This is an optimization exercise on Yosys and OpenROAD, whose aim is small area, a short achievable clock period and few clock cycles per item, not a production implementation. Function was checked by simulation only, so behaviour that the tests miss may differ from the original. Power is estimated from default activity; no workload was simulated.

==> run.sh <==
#!/bin/bash
# synth_recipe.tcl (not shown) runs the flow's synth.tcl, then flattens the netlist and writes it again
# the make line also repeats each setting of config.mk as NAME=value (left out here)
make -C /OpenROAD-flow-scripts/flow DESIGN_CONFIG=/design/flow/config.mk WORK_HOME=/design/flow/orfs CLKGATE_MAP_FILE= SYNTH_SCRIPT=/design/flow/synth_recipe.tcl finish
==> config.mk <==
export PLATFORM = sky130hd
export DESIGN_NAME = core_top
export DESIGN_NICKNAME = core_top
export VERILOG_FILES = /design/flow/design.v
export SDC_FILE = /design/flow/constraint.sdc
export NUM_CORES = 4
export LEC_CHECK = 0
export CAP_MARGIN = 10
export CORE_MARGIN = 2
export CORE_UTILIZATION = 45
export SETUP_SLACK_MARGIN = 2.6
export SLEW_MARGIN = 10
==> constraint.sdc <==
create_clock -name core_clock -period 5.5 [get_ports {clk}]
set_input_delay 1.1000 -clock core_clock [delete_from_list [all_inputs] [get_ports {clk}]]
set_output_delay 1.1000 -clock core_clock [all_outputs]
set_load 0.01 [all_outputs]
==> design.v <==
localparam [6:0] OPC_OP     = 7'b0110011;
localparam [6:0] OPC_OP_IMM = 7'b0010011;
localparam [6:0] OPC_LUI    = 7'b0110111;
`timescale 1ns/1ps
module core_top #(
    parameter int QN = 4             
) (
    input  logic        clk,
    input  logic        reset,
    input  logic        instr_valid,
    output logic        instr_ready,
    input  logic [31:0] instr,
    output logic        commit_valid,
    input  logic        commit_ready,
    output logic [36:0] commit       
);
localparam [6:0] OPC_OP     = 7'b0110011;
localparam [6:0] OPC_OP_IMM = 7'b0010011;
localparam [6:0] OPC_LUI    = 7'b0110111;
    localparam int NB = QN - 1;      
    localparam int BW = 2;           
    localparam int CW = 3;           
    logic          rdy_q;
    logic [CW-1:0] cnt_q;            
    logic [CW-1:0] cnt_nx;
    logic          in_legal, acc, pop;
    assign instr_ready = rdy_q;
    assign in_legal = (instr[6:0] == OPC_OP) || (instr[6:0] == OPC_OP_IMM) ||
                      (instr[6:0] == OPC_LUI);
    assign acc    = instr_valid && rdy_q && in_legal;
    assign cnt_nx = cnt_q + CW'(acc) - CW'(pop);
    always_ff @(posedge clk) begin
        if (reset) begin
            cnt_q <= '0;
            rdy_q <= 1'b1;
        end else begin
            cnt_q <= cnt_nx;
            rdy_q <= cnt_nx != CW'(QN);
        end
    end
    logic        d_v, d_we;          
    logic        d_reg;              
    logic        d_lui;
    logic [4:0]  d_rd;
    logic [31:1] d_s1, d_s2;         
    logic [2:0]  d_f3;
    logic        d_alt;              
    logic [19:0] d_imm;              
    logic        d_fxa, d_fxa_add, d_fxa_lt, d_fxa_rest, d_fwa;
    logic        d_fxb, d_fxb_add, d_fxb_lt, d_fxb_rest, d_fwb;
    logic        x_we, w_we;
    logic [4:0]  x_rd, w_rd;
    logic [4:0]  in_rs1, in_rs2;
    logic        in_reg, d_hit1, d_hit2, d_add, d_lt;
    assign in_reg = instr[5] & instr[4] & ~instr[2];     
    assign in_rs1 = instr[2] ? 5'd0 : instr[19:15];      
    assign in_rs2 = instr[24:20];
    assign d_hit1 = d_we && (d_rd == in_rs1);
    assign d_hit2 = d_we && (d_rd == in_rs2) && in_reg;
    assign d_add  = d_f3 == 3'b000;
    assign d_lt   = d_f3[2:1] == 2'b01;
    always_ff @(posedge clk) begin
        if (reset) begin
            d_v  <= 1'b0;
            d_we <= 1'b0;
        end else begin
            d_v  <= acc;
            d_we <= acc && (instr[11:7] != 5'd0);
        end
    end
    always_ff @(posedge clk) begin
        d_reg     <= in_reg;
        d_lui     <= instr[2];
        for (int i = 1; i < 32; i++) begin
            d_s1[i] <= in_rs1 == 5'(i);
            d_s2[i] <= in_rs2 == 5'(i);
        end
        d_rd      <= instr[11:7];
        d_f3      <= instr[2] ? 3'b000 : instr[14:12];
        d_alt     <= instr[30];
        d_imm     <= instr[31:12];
        d_fxa     <= d_hit1;
        d_fxa_add <= d_hit1 && d_add;
        d_fxa_lt  <= d_hit1 && d_lt;
        d_fxa_rest <= d_hit1 && !d_add;
        d_fwa     <= x_we && (x_rd == in_rs1);
        d_fxb     <= d_hit2;
        d_fxb_add <= d_hit2 && d_add;
        d_fxb_lt  <= d_hit2 && d_lt;
        d_fxb_rest <= d_hit2 && !d_add;
        d_fwb     <= x_we && (x_rd == in_rs2) && in_reg;
    end
    logic [31:0] rf [1:31];
    logic [31:0] w_data;
    logic        x_v;
    logic [31:0] x_ax;               
    logic [31:0] x_b;                
    logic [4:0]  x_shn;              
    logic        x_sub;              
    logic        x_add, x_slt, x_lt, x_xor, x_or, x_and, x_sll, x_srl, x_sra;
    logic [31:0] pp, gg, cc, pt;
    logic [31:0] sum;                
    logic        lt;                 
    logic [31:0] rest;               
    logic [31:0] x_res;
    logic [31:0] rf_a, rf_b, r_ax, r_b, r_imm, old_ax, old_b;
    logic        r_sub;              
    always_comb begin
        rf_a = '0;
        rf_b = '0;
        for (int i = 1; i < 32; i++) begin
            rf_a = rf_a | ({32{d_s1[i]}} & rf[i]);
            rf_b = rf_b | ({32{d_s2[i]}} & rf[i]);
        end
    end
    assign r_sub  = (d_f3 == 3'b000 && d_reg && d_alt) || d_f3 == 3'b010 || d_f3 == 3'b011;
    assign r_imm  = d_lui ? {d_imm, 12'b0} : {{20{d_imm[19]}}, d_imm[19:8]};
    assign old_ax = (d_fwa ? w_data : rf_a) ^ {32{r_sub}};
    assign old_b  = d_fwb ? w_data : d_reg ? rf_b : r_imm;
    logic [31:0] pa, a_c0, a_c1, b_c0, b_c1;
    assign pa   = pt ^ {32{r_sub}};
    assign a_c0 = d_fxa_add ? pa  : old_ax;
    assign a_c1 = d_fxa_add ? ~pa : old_ax;
    assign b_c0 = d_fxb_add ? pt  : old_b;
    assign b_c1 = d_fxb_add ? ~pt : old_b;
    logic [31:0] rest_a;
    assign rest_a = rest ^ {32{r_sub}};
    assign r_ax[31:1] = d_fxa_rest ? rest_a[31:1] : (cc[31:1] & a_c1[31:1] | ~cc[31:1] & a_c0[31:1]);
    assign r_ax[0]    = d_fxa_add ? pa[0] : d_fxa_lt ? (lt ^ r_sub) : d_fxa ? rest_a[0] : old_ax[0];
    assign r_b[31:1]  = d_fxb_rest ? rest[31:1] : (cc[31:1] & b_c1[31:1] | ~cc[31:1] & b_c0[31:1]);
    assign r_b[0]     = d_fxb_add ? pt[0] : d_fxb_lt ? lt : d_fxb ? rest[0] : old_b[0];
    always_ff @(posedge clk) begin
        if (reset) begin
            x_v  <= 1'b0;
            x_we <= 1'b0;
        end else begin
            x_v  <= d_v;
            x_we <= d_we;
        end
    end
    always_ff @(posedge clk) begin
        x_rd  <= d_rd;
        x_ax  <= r_ax;
        x_b   <= r_b;
        x_shn <= ~r_b[4:0];
        x_add <= d_f3 == 3'b000;
        x_sub <= r_sub;
        x_sll <= d_f3 == 3'b001;
        x_slt <= d_f3 == 3'b010;
        x_lt  <= d_f3 == 3'b010 || d_f3 == 3'b011;
        x_xor <= d_f3 == 3'b100;
        x_srl <= d_f3 == 3'b101 && !d_alt;
        x_sra <= d_f3 == 3'b101 && d_alt;
        x_or  <= d_f3 == 3'b110;
        x_and <= d_f3 == 3'b111;
    end
    logic [31:0] pl [6];
    logic [31:0] gl [6];
    assign pp = x_ax ^ x_b;
    assign gg = x_ax & x_b;
    assign pl[0] = pp;
    assign gl[0] = gg;
    for (genvar l = 0; l < 5; l++) begin : g_ks
        for (genvar i = 0; i < 32; i++) begin : g_bit
            if (i >= (1 << l)) begin : g_op
                assign gl[l+1][i] = gl[l][i] | (pl[l][i] & gl[l][i - (1 << l)]);
                assign pl[l+1][i] = pl[l][i] & pl[l][i - (1 << l)];
            end else begin : g_pass
                assign gl[l+1][i] = gl[l][i];
                assign pl[l+1][i] = pl[l][i];
            end
        end
    end
    assign cc  = {gl[5][30:0], 1'b0};    
    assign pt  = pp ^ {32{x_sub}};
    assign sum = pt ^ cc;
    assign lt  = (x_ax[31] != x_b[31]) ? cc[31] : (x_slt ? ~x_ax[31] : x_b[31]);
    logic [4:0]  sh;
    logic [31:0] shl, shr;
    assign sh  = ~x_shn;
    assign shl = x_ax << sh;
    assign shr = 32'($signed({x_sra & x_ax[31], x_ax}) >>> sh);
    assign rest = ({32{x_xor}}         & pp)
                | ({32{x_or}}          & (x_ax | x_b))
                | ({32{x_and}}         & gg)
                | ({32{x_sll}}         & shl)
                | ({32{x_srl | x_sra}} & shr);
    logic [31:0] res_c0, res_c1;
    assign res_c0 = x_add ? pt  : rest;
    assign res_c1 = x_add ? ~pt : rest;
    assign x_res[31:1] = cc[31:1] & res_c1[31:1] | ~cc[31:1] & res_c0[31:1];
    assign x_res[0]    = x_add ? pt[0] : x_lt ? lt : rest[0];
    always_ff @(posedge clk) begin
        if (reset) w_we <= 1'b0;
        else       w_we <= x_we;
    end
    always_ff @(posedge clk) begin
        w_rd   <= x_rd;
        w_data <= x_res;
    end
    logic [31:0] wr_data;
    assign wr_data = reset ? 32'd0 : w_data;
    always_ff @(posedge clk) begin
        for (int i = 1; i < 32; i++) begin
            if (reset || (w_we && w_rd == 5'(i))) rf[i] <= wr_data;
        end
    end
    logic          o_v;
    logic [36:0]   o_q;
    logic          w_pend;           
    logic [36:0]   b_q [NB];
    logic [BW-1:0] b_head, b_tail, b_head_nx, b_tail_nx;
    logic [CW-1:0] b_cnt;
    logic          o_free, b_any, take_b, take_w, take_x, push_b;
    logic [31:0]   o_old;
    assign commit_valid = o_v;
    assign commit       = o_q;
    assign pop          = o_v && commit_ready;
    assign o_free       = !o_v || commit_ready;      
    assign b_any        = b_cnt != '0;
    assign take_b       = o_free && b_any;
    assign take_w       = o_free && !b_any && w_pend;
    assign take_x       = o_free && !b_any && !w_pend && x_v;
    assign push_b       = w_pend && !take_w;
    assign b_head_nx    = (b_head == BW'(NB - 1)) ? {BW{1'b0}} : b_head + 1'b1;
    assign b_tail_nx    = (b_tail == BW'(NB - 1)) ? {BW{1'b0}} : b_tail + 1'b1;
    always_ff @(posedge clk) begin
        if (reset) begin
            o_v    <= 1'b0;
            w_pend <= 1'b0;
            b_head <= '0;
            b_tail <= '0;
            b_cnt  <= '0;
        end else begin
            if (o_free) o_v <= b_any || w_pend || x_v;
            w_pend <= x_v && !take_x;
            if (take_b) b_head <= b_head_nx;
            if (push_b) b_tail <= b_tail_nx;
            b_cnt <= b_cnt + CW'(push_b) - CW'(take_b);
        end
    end
    assign o_old = take_w ? w_data : take_b ? b_q[b_head][31:0] : o_q[31:0];
    logic [31:0] o_c0, o_c1;
    assign o_c0 = take_x ? res_c0 : o_old;
    assign o_c1 = take_x ? res_c1 : o_old;
    always_ff @(posedge clk) begin
        o_q[36:32] <= take_x ? x_rd : take_w ? w_rd : take_b ? b_q[b_head][36:32] : o_q[36:32];
        o_q[31:1]  <= cc[31:1] & o_c1[31:1] | ~cc[31:1] & o_c0[31:1];
        o_q[0]     <= take_x ? x_res[0] : o_old[0];
        if (push_b) b_q[b_tail] <= {w_rd, w_data};
    end
endmodule
==> summary.txt, run 1 <==
# TYPE chip_impl_metric gauge
chip_impl_metric{name="final_min_period_over_clock_period",unit="%"} 57.9
chip_impl_metric{name="report.final.setup_viol",unit=""} 0
chip_impl_metric{name="ant_nets",unit=""} 0
chip_impl_info{name="synth-main-ff-cell",value="sky130_fd_sc_hd__edfxtp_1"} 1
chip_impl_metric{name="die_w",unit="um"} 377
chip_impl_metric{name="post-route-min-period",unit="ns"} 3.18
chip_impl_metric{name="place_ws",unit="ns"} 1.60
chip_impl_info{name="critical_path_class",value="flop to flop"} 1
chip_impl_info{name="timing.critical_path.cells",value="buf_4 -> a22oi_1 -> nand4_1 -> nor4_4 -> nor3_1 -> a211oi_2 -> a211oi_1 -> a21o_1"} 1
chip_impl_metric{name="placeableCoreArea",unit="mm2"} 0.138
chip_impl_metric{name="reg2reg_setup_slack",unit="ns"} 2.32
chip_impl_metric{name="die_h",unit="um"} 377
chip_impl_metric{name="number_of_drc_markers_after_the_initial_detailed_route_iteration",unit=""} 11800
chip_impl_metric{name="clk_pin_slew",unit="ns"} 0.06
chip_impl_info{name="reg_top3",value="rf x992, b_q x111, o_q x36"} 1
chip_impl_metric{name="ioPinCount",unit=""} 75
chip_impl_metric{name="critPathBufInv",unit=""} 1
chip_impl_metric{name="path_max_fanout",unit=""} 14
chip_impl_metric{name="grt_antenna_before_repair",unit=""} 25
chip_impl_metric{name="slew_violations",unit=""} 0
chip_impl_metric{name="globalRouteOverflowTotal",unit=""} 0
chip_impl_info{name="worst_setup_path_end_kind",value="flop"} 1
chip_impl_metric{name="relSlewSlack",unit="%"} 14.2
chip_impl_metric{name="total_routing_usage_gr",unit="%"} 43.0
chip_impl_metric{name="ys_types",unit=""} 84
chip_impl_info{name="registers.top_by_ff_count",value="rf"} 1
chip_impl_metric{name="synth_largest_type_area_fraction",unit="%"} 53.2
chip_impl_metric{name="cp_data_arrival_time",unit="ns"} 3.86
chip_impl_metric{name="core.rowCount",unit=""} 136
chip_impl_metric{name="areaGrowthSynthToFinish",unit="%"} 18.5
chip_impl_metric{name="fmax",unit="MHz"} 314
chip_impl_metric{name="grt_pass1_wl",unit="um"} 419000
chip_impl_info{name="cts.root.buffer_cell",value="sky130_fd_sc_hd__clkbuf_16"} 1
chip_impl_metric{name="setup_tns",unit="ns"} 0
chip_impl_metric{name="seq_area_frac_synth",unit="%"} 62.0
chip_impl_metric{name="buffer_ports.inserted",unit=""} 74
chip_impl_metric{name="drv_cap",unit=""} 0
chip_impl_metric{name="grt_start_max_net_pins",unit=""} 74
chip_impl_metric{name="postRouteWirelength",unit="um"} 315000
chip_impl_metric{name="synth.net_count",unit=""} 5030
chip_impl_metric{name="number_of_detailed_routing_iterations_run_before_antenna_repair",unit=""} 13
chip_impl_metric{name="setup_ws",unit="ns"} 2.32
chip_impl_info{name="synth_top_area_cells",value="sky130_fd_sc_hd__edfxtp_1, sky130_fd_sc_hd__dfxtp_1, sky130_fd_sc_hd__a22oi_1"} 1
chip_impl_metric{name="worst-endpoint-required",unit="ns"} 6.18
chip_impl_metric{name="synthesis.area_per_instance",unit="um2"} 12.7
chip_impl_metric{name="route.detailed.drc",unit=""} 0
chip_impl_metric{name="synth_instances",unit=""} 4924
chip_impl_metric{name="wl_per_cell",unit="um"} 44.8
chip_impl_info{name="rsz0062_at_grt",value="true"} 1
chip_impl_info{name="tritoncts",value="built"} 1
chip_impl_metric{name="synth.cell_area",unit="mm2"} 0.0626
chip_impl_metric{name="clock_latency",unit="ns"} 0.82
chip_impl_metric{name="finalHoldViolations",unit=""} 0
chip_impl_metric{name="cts_max_path_buffers",unit=""} 3
chip_impl_metric{name="synthesis.yosys.warnings",unit=""} 4
chip_impl_metric{name="finClkSkew",unit="ns"} 0.0568
chip_impl_metric{name="first_global_vias",unit=""} 50500
chip_impl_info{name="worstSetupStartpointType",value="flop"} 1
chip_impl_metric{name="nFillCells",unit=""} 11400
chip_impl_info{name="critical-path-top-delay-family",value="compound AO/OA/AOI/OAI gates"} 1
chip_impl_info{name="status",value="finished clean"} 1
chip_impl_metric{name="number_of_flops_mapped_to_enable_cells_by_yosys",unit=""} 1109
chip_impl_metric{name="cts-hold-fix-buffers",unit=""} 0
chip_impl_metric{name="ys_ff_latch",unit=""} 1383
chip_impl_metric{name="dieArea",unit="mm2"} 0.142
chip_impl_info{name="critical-path-slowest-cell",value="sky130_fd_sc_hd__nor4_4"} 1
chip_impl_metric{name="worst-slew-pin-transition",unit="ns"} 1.28
chip_impl_info{name="timing.hold.worst.class",value="flop to flop"} 1
chip_impl_metric{name="vias",unit=""} 55400
chip_impl_metric{name="p_leak",unit="nW"} 26.0
chip_impl_metric{name="largest_register_ff_count",unit=""} 992
chip_impl_metric{name="drive_gt1_share",unit="%"} 19.5
chip_impl_metric{name="critical_path.max_stage_delay",unit="ns"} 0.74
chip_impl_metric{name="numClockSinks",unit=""} 1383
chip_impl_metric{name="power_per_unit_of_standard_cell_area",unit="mW/mm2"} 420
chip_impl_metric{name="start_util",unit="%"} 45.5
chip_impl_metric{name="finalWeightedCongestion",unit=""} 1.02
chip_impl_metric{name="place.detailed.hpwl",unit="um"} 192000
chip_impl_info{name="layout.cells.most_common",value="sky130_fd_sc_hd__edfxtp_1"} 1
chip_impl_info{name="synth_area_leader_cell",value="sky130_fd_sc_hd__edfxtp_1"} 1
chip_impl_metric{name="drt-vias-per-instance",unit=""} 7.88
chip_impl_info{name="most_frequent_cells_in_the_layout",value="sky130_fd_sc_hd__edfxtp_1, sky130_fd_sc_hd__a22oi_1, sky130_fd_sc_hd__a221oi_1, sky130_fd_sc_hd__a22o_1, sky130_fd_sc_hd__nor2_1"} 1
chip_impl_metric{name="cts_buffers",unit=""} 146
chip_impl_metric{name="finish.net_count",unit=""} 5194
chip_impl_metric{name="irDropWorstVdd",unit="V"} 0.000345
chip_impl_metric{name="h-tree-depth",unit=""} 4
chip_impl_metric{name="async_flop_share",unit="%"} 0
[synthesized netlist by cell type (21+ instances only)]
cell type and number:
sky130_fd_sc_hd__a31oi_1 22, sky130_fd_sc_hd__nand4_1 135, sky130_fd_sc_hd__a211oi_1 31, sky130_fd_sc_hd__o21ai_0 127, sky130_fd_sc_hd__o21ai_1 25, sky130_fd_sc_hd__o32ai_1 21
sky130_fd_sc_hd__mux4_2 55, sky130_fd_sc_hd__nand2_1 217, sky130_fd_sc_hd__edfxtp_1 1109, sky130_fd_sc_hd__nor2_1 288, sky130_fd_sc_hd__a221oi_1 309, sky130_fd_sc_hd__mux2i_1 84
sky130_fd_sc_hd__xnor2_1 81, sky130_fd_sc_hd__nor4_1 24, sky130_fd_sc_hd__inv_1 102, sky130_fd_sc_hd__a22o_1 290, sky130_fd_sc_hd__clkbuf_1 297, sky130_fd_sc_hd__nor2b_1 55
sky130_fd_sc_hd__dfxtp_1 274, sky130_fd_sc_hd__a21o_1 50, sky130_fd_sc_hd__buf_1 57, sky130_fd_sc_hd__nor3_1 69, sky130_fd_sc_hd__o211ai_1 54, sky130_fd_sc_hd__a21oi_1 242
sky130_fd_sc_hd__xor2_1 21, sky130_fd_sc_hd__ha_1 68, sky130_fd_sc_hd__mux2_2 35, sky130_fd_sc_hd__nand3_1 113, sky130_fd_sc_hd__a22oi_1 383
[layout make-up]
| cell class | count | area (um2) | share of cell area [%] |
|---|---|---|---|
| diodes | 25 | 62.6 | 0.0844 |
| multi-input cells | 3060 | 23900 | 32.3 |
| inverters | 109 | 418 | 0.564 |
| clock inverters | 70 | 761 | 1.03 |
| clock buffers | 194 | 3990 | 5.38 |
| well taps | 1794 | 2240 | 3.03 |
| repair buffers | 388 | 3630 | 4.90 |
| flip-flops and latches | 1383 | 39100 | 52.7 |
[final timing paths]
kind | startpoint | to | cells after the start
setup / recovery | d_s2[4]$_DFF_P_ | x_b[27]$_DFF_P_ | 8
setup reg to reg | d_s2[4]$_DFF_P_ | x_b[27]$_DFF_P_ | 8
hold reg to reg | d_rd[1]$_DFF_P_ | x_rd[1]$_DFF_P_ | 0
hold / removal | d_rd[1]$_DFF_P_ | x_rd[1]$_DFF_P_ | 0
[metal layers]
metal  vias up  part of all wire, %  routed length (um)  global-route usage, %
li1      20300                    -                   -                      -
met1     26700                   32              101000                   50.6
met2      6393                   40              126000                   60.1
met3      1954                   18               55900                   21.6
met4        26                  9.9               31300                   31.6
met5         -                 0.18                 554                   2.13
[per-stage QoR]
step	instances	area [um2]	utilization (%)	hold WS, ns	power [mW]
after floorplan	4924	62600	-	0.375	17.3
after global placement	6646	66400	48.2	0.421	20.2
after detailed placement	6646	66400	48.2	0.411	20.2
after CTS	6953	72700	52.8	0.425	30.3
after global routing	7005	74100	53.8	0.433	31.7
final	7023	74200	53.9	0.425	31.1
[worst reg2reg max path: stages, from the launching register on]
cell and delay (ns):
sky130_fd_sc_hd__dfxtp_2 0.48, sky130_fd_sc_hd__buf_4 0.38, sky130_fd_sc_hd__a22oi_1 0.24, sky130_fd_sc_hd__nand4_1 0.17
sky130_fd_sc_hd__nor4_4 0.74, sky130_fd_sc_hd__nor3_1 0.13, sky130_fd_sc_hd__a211oi_2 0.58, sky130_fd_sc_hd__a211oi_1 0.11
sky130_fd_sc_hd__a21o_1 0.21
[report_power, final]
| part | internal [mW] | leakage, nW | switching (mW) |
|---|---|---|---|
| registers | 13.3 | 13.6 | 1.52 |
| clock network | 5.58 | 2.30 | 4.41 |
| logic | 2.32 | 10.1 | 4.05 |
| total | 21.1 | 26.0 | 9.99 |
[logic make-up (layout without fill, tap and decap cells)]
| kind of cell | count (synthesis) | count (layout) | share of synthesized area [%] |
|---|---|---|---|
| xor+xnor | 102 | 102 | 1.43 |
| mux | 180 | 180 | 4.09 |
| compound gates | 1709 | 1709 | 20.4 |
| simple gates | 997 | 999 | 7.70 |
| fa+ha+maj | 70 | 70 | 1.42 |
| flops | 1383 | 1383 | 62.0 |
| other cells | 0 | 25 | 0 |
| buf+inv | 483 | 761 | 3.01 |
[timing repair]
| item | 4_1_cts | 5_1_grt |
|---|---|---|
| setup endpoints to repair | 444 | 322 |
| resized for setup | 294 | 207 |
| gates cloned | 4 | 2 |
| setup buffers | 39 | 43 |
| pin swaps | 30 | 39 |
Testbench counts, summed over its fixed seeds: cycles 12,757, items 12,000.
==> inputs of run 2 (changes only) <==
--- a/config.mk
+++ b/config.mk
@@ -7,3 +7,3 @@
 export LEC_CHECK = 0
-export CAP_MARGIN = 10
+export CAP_MARGIN = 20
 export CORE_MARGIN = 2
@@ -11,2 +11,2 @@
 export SETUP_SLACK_MARGIN = 2.6
-export SLEW_MARGIN = 10
+export SLEW_MARGIN = 20
==> summary.txt, run 2 <==
# TYPE chip_impl_metric gauge
chip_impl_info{name="status",value="finished clean"} 1
chip_impl_metric{name="cts-hold-fix-buffers",unit=""} 0
chip_impl_info{name="worst_setup_path_end_kind",value="flop"} 1
chip_impl_metric{name="fin_worst_hold_slack",unit="ns"} 0.432
chip_impl_metric{name="cts_buffers",unit=""} 144
chip_impl_metric{name="core.rowCount",unit=""} 136
chip_impl_metric{name="totalPowerFinal",unit="mW"} 30.9
chip_impl_metric{name="first_global_vias",unit=""} 50400
chip_impl_metric{name="slew_violations",unit=""} 0
chip_impl_metric{name="grt_antenna_before_repair",unit=""} 31
chip_impl_metric{name="power_per_unit_of_standard_cell_area",unit="mW/mm2"} 418
chip_impl_metric{name="largest_register_ff_count",unit=""} 992
chip_impl_info{name="critical-path-slowest-cell",value="sky130_fd_sc_hd__dfxtp_2"} 1
chip_impl_metric{name="buffer_ports.inserted",unit=""} 74
chip_impl_info{name="registers.top_by_ff_count",value="rf"} 1
chip_impl_metric{name="report.final.setup_viol",unit=""} 0
chip_impl_metric{name="total_routing_usage_gr",unit="%"} 43.1
chip_impl_info{name="synth-main-ff-cell",value="sky130_fd_sc_hd__edfxtp_1"} 1
chip_impl_metric{name="relSlewSlack",unit="%"} 15.7
chip_impl_metric{name="clock_latency",unit="ns"} 0.85
chip_impl_metric{name="cell_internal_pwr",unit="mW"} 21.0
chip_impl_metric{name="cts_max_path_buffers",unit=""} 3
chip_impl_metric{name="number_of_drc_markers_after_the_initial_detailed_route_iteration",unit=""} 12100
chip_impl_info{name="critical-path-top-cell-by-count",value="sky130_fd_sc_hd__a211oi_1"} 1
chip_impl_metric{name="wl_per_cell",unit="um"} 44.8
chip_impl_info{name="critical_path_class",value="flop to flop"} 1
chip_impl_info{name="layout.cells.most_common",value="sky130_fd_sc_hd__edfxtp_1"} 1
chip_impl_metric{name="final_min_period_over_clock_period",unit="%"} 55.2
chip_impl_metric{name="seq_area_frac_synth",unit="%"} 62.0
chip_impl_metric{name="drt-vias-per-instance",unit=""} 7.87
chip_impl_metric{name="synth_instances",unit=""} 4924
chip_impl_metric{name="setup_tns",unit="ns"} 0
chip_impl_info{name="cts.root.buffer_cell",value="sky130_fd_sc_hd__clkbuf_16"} 1
chip_impl_metric{name="die_w",unit="um"} 377
chip_impl_metric{name="areaGrowthSynthToFinish",unit="%"} 18.3
chip_impl_metric{name="numClockSinks",unit=""} 1383
chip_impl_metric{name="placeableCoreArea",unit="mm2"} 0.138
chip_impl_metric{name="clk_pin_slew",unit="ns"} 0.06
chip_impl_metric{name="finalWeightedCongestion",unit=""} 1.02
chip_impl_info{name="timing.critical_path.cells",value="buf_6 -> a22o_1 -> a221oi_1 -> nand4_1 -> nor3_4 -> nor3_1 -> a211oi_1 -> a211oi_1 -> a21o_1"} 1
chip_impl_metric{name="irDropWorstVdd",unit="V"} 0.000307
chip_impl_metric{name="start_util",unit="%"} 45.5
chip_impl_info{name="critical-path-top-delay-family",value="compound AO/OA/AOI/OAI gates"} 1
chip_impl_info{name="timing.hold.worst.class",value="flop to flop"} 1
chip_impl_info{name="synth_top_area_cells",value="sky130_fd_sc_hd__edfxtp_1, sky130_fd_sc_hd__dfxtp_1, sky130_fd_sc_hd__a22oi_1"} 1
chip_impl_metric{name="place.detailed.hpwl",unit="um"} 192000
chip_impl_metric{name="sw_frac_of_total",unit="%"} 32.2
chip_impl_metric{name="combPwrFrac",unit="%"} 20.6
chip_impl_metric{name="globalRouteOverflowTotal",unit=""} 0
chip_impl_metric{name="number_of_flops_mapped_to_enable_cells_by_yosys",unit=""} 1109
chip_impl_metric{name="reg2reg_setup_slack",unit="ns"} 2.46
chip_impl_metric{name="drv_cap",unit=""} 0
chip_impl_metric{name="critical_path.max_stage_delay",unit="ns"} 0.55
chip_impl_metric{name="route.detailed.drc",unit=""} 0
chip_impl_metric{name="path_max_fanout",unit=""} 15
chip_impl_info{name="rsz0062_at_grt",value="true"} 1
chip_impl_info{name="synthMostInstantiatedCell",value="sky130_fd_sc_hd__edfxtp_1"} 1
chip_impl_metric{name="ys_types",unit=""} 84
chip_impl_metric{name="cp_data_arrival_time",unit="ns"} 3.71
chip_impl_metric{name="vias",unit=""} 55200
chip_impl_metric{name="finish.net_count",unit=""} 5204
chip_impl_metric{name="power.share.clock",unit="%"} 31.6
chip_impl_metric{name="number_of_detailed_routing_iterations_run_before_antenna_repair",unit=""} 10
chip_impl_metric{name="grt_start_max_net_pins",unit=""} 74
chip_impl_metric{name="ant_nets",unit=""} 0
chip_impl_info{name="reg_top3",value="rf x992, b_q x111, o_q x36"} 1
chip_impl_info{name="most_frequent_cells_in_the_layout",value="sky130_fd_sc_hd__edfxtp_1, sky130_fd_sc_hd__a22oi_1, sky130_fd_sc_hd__a221oi_1, sky130_fd_sc_hd__a22o_1, sky130_fd_sc_hd__nor2_1"} 1
chip_impl_info{name="synth_common_cells",value="sky130_fd_sc_hd__edfxtp_1, sky130_fd_sc_hd__a22oi_1, sky130_fd_sc_hd__a221oi_1, sky130_fd_sc_hd__clkbuf_1, sky130_fd_sc_hd__a22o_1"} 1
chip_impl_info{name="worstSetupStartpointType",value="flop"} 1
chip_impl_metric{name="ys_ff_latch",unit=""} 1383
chip_impl_metric{name="synthesis.area_per_instance",unit="um2"} 12.7
chip_impl_metric{name="async_flop_share",unit="%"} 0
chip_impl_metric{name="synth_largest_type_area_fraction",unit="%"} 53.2
chip_impl_metric{name="critPathBufInv",unit=""} 1
chip_impl_info{name="tritoncts",value="built"} 1
chip_impl_metric{name="h-tree-depth",unit=""} 4
chip_impl_metric{name="dieArea",unit="mm2"} 0.142
chip_impl_metric{name="grt_pass1_wl",unit="um"} 419000
chip_impl_metric{name="fin_area",unit="mm2"} 0.0740
chip_impl_metric{name="synth.net_count",unit=""} 5030
chip_impl_metric{name="worst-slew-pin-transition",unit="ns"} 1.26
chip_impl_metric{name="postPlaceCellArea",unit="mm2"} 0.0664
chip_impl_metric{name="post-route-min-period",unit="ns"} 3.04
chip_impl_metric{name="postRouteWirelength",unit="um"} 315000
chip_impl_metric{name="synth.cell_area",unit="mm2"} 0.0626
chip_impl_metric{name="finClkSkew",unit="ns"} 0.0768
chip_impl_metric{name="worst-endpoint-required",unit="ns"} 6.17
chip_impl_metric{name="seq_power_share",unit="%"} 47.7
chip_impl_metric{name="ioPinCount",unit=""} 75
chip_impl_metric{name="die_h",unit="um"} 377
chip_impl_metric{name="p_leak",unit="nW"} 26.0
chip_impl_metric{name="p_switching",unit="mW"} 9.95
chip_impl_metric{name="fmax",unit="MHz"} 329
chip_impl_metric{name="drive_gt1_share",unit="%"} 19.6
chip_impl_metric{name="finalHoldViolations",unit=""} 0
chip_impl_info{name="synth_area_leader_cell",value="sky130_fd_sc_hd__edfxtp_1"} 1
chip_impl_metric{name="synthesis.yosys.warnings",unit=""} 4
run 2: stage by stage:
step	util (%)	std cells	setup WS, ns
after floorplan	-	4924	2.60
after global placement	48.2	6646	1.64
after detailed placement	48.2	6646	1.61
after CTS	52.7	6941	2.42
after global routing	53.8	7007	2.50
final	53.8	7020	2.46
run 2: worst register-to-register path, delay by kind of cell, from the launching register on:
family                 cells  cell delay, ns
AOI/OAI and AO/OA          5            1.16
and+or+nand+nor            3            0.84
DFF                        1            0.55
buffers and inverters      1            0.35
run 2: timing repair:
| action | in CTS | in global routing |
|---|---|---|
| pin swaps | 28 | 35 |
| gates cloned | 4 | 2 |
| gates resized for setup | 293 | 206 |
| buffers inserted | 31 | 62 |
| endpoints found under the setup margin | 437 | 355 |
run 2: layout make-up:
| cell class | count | area [um2] |
|---|---|---|
| multi-input cells | 3060 | 23900 |
| fillers | 11500 | 63600 |
| clock inverters | 65 | 668 |
| flip-flops and latches | 1383 | 39100 |
| inverters | 109 | 419 |
| diodes | 14 | 35.0 |
| clock buffers | 195 | 3970 |
| well taps | 1794 | 2240 |
| repair buffers | 400 | 3720 |
run 2: final timing paths:
kind                     endpoint              from  depth (start not counted)
hold reg to reg   x_rd[1]$_DFF_P_   d_rd[1]$_DFF_P_                          0
setup reg to reg  x_b[14]$_DFF_P_  d_s2[12]$_DFF_P_                          9
setup / recovery  x_b[14]$_DFF_P_  d_s2[12]$_DFF_P_                          9
hold / removal    x_rd[1]$_DFF_P_   d_rd[1]$_DFF_P_                          0
run 2: power by group through the flow:
stage	logic (mW)	clock network (mW)	registers (mW)
final	6.38	9.78	14.8
after global routing	6.60	10.2	14.8
after CTS	5.74	9.73	14.7
after detailed placement	5.33	0	14.9
after global placement	5.31	0	14.9
after floorplan	3.20	0	14.1
run 2: cell families after synthesis:
group,synth area share (%)
buffers and inverters,3.01
multiplexers,4.09
AO/OA/AOI/OAI,20.4
AND/OR/NAND/NOR,7.70
flip-flops,62.0
adder cells (fa/ha/maj),1.42
XOR/XNOR,1.43
run 2: routing by layer:
| metal | wire length (um) | part of all wire [%] | track usage, % |
|---|---|---|---|
| met1 | 101000 | 32 | 50.5 |
| met2 | 127000 | 40 | 60.5 |
| met3 | 55200 | 18 | 21.3 |
| met4 | 30900 | 9.8 | 32.2 |
| met5 | 533 | 0.17 | 0.892 |

separate check: timing with driven ports:
How much do the figures lean on ideal ports? The routed layouts below were timed once more, with nothing changed but the port constraints. Step 1 (the two cells are an assumption about what drives the block):
set clk [get_ports {clk}]
set_driving_cell -lib_cell sky130_fd_sc_hd__clkbuf_16 $clk
set_driving_cell -lib_cell sky130_fd_sc_hd__buf_2 [delete_from_list [all_inputs] $clk]
Step 2 also shifts input and output timing later by t, the mid clock arrival at the registers, as if the neighbouring blocks saw the same clock. Three values: ideal ports, drivers, drivers and shift; two values: the first two.
run | t, ns | setup slack, ns | clock arrival spread, ns | cell pins on the clock port's net
run 1 | 0.871 | 2.317 / 2.317 / 1.925 | 0.058 / 0.057 | 1
run 2 | 0.889 | 2.462 / 2.462 / 1.884 | 0.077 / 0.077 | 1
After both steps setup and hold are still met in every run listed. For run 2, which loses most, drivers alone change the setup slack by 0.000 ns; drivers and shift together by -0.578 ns.
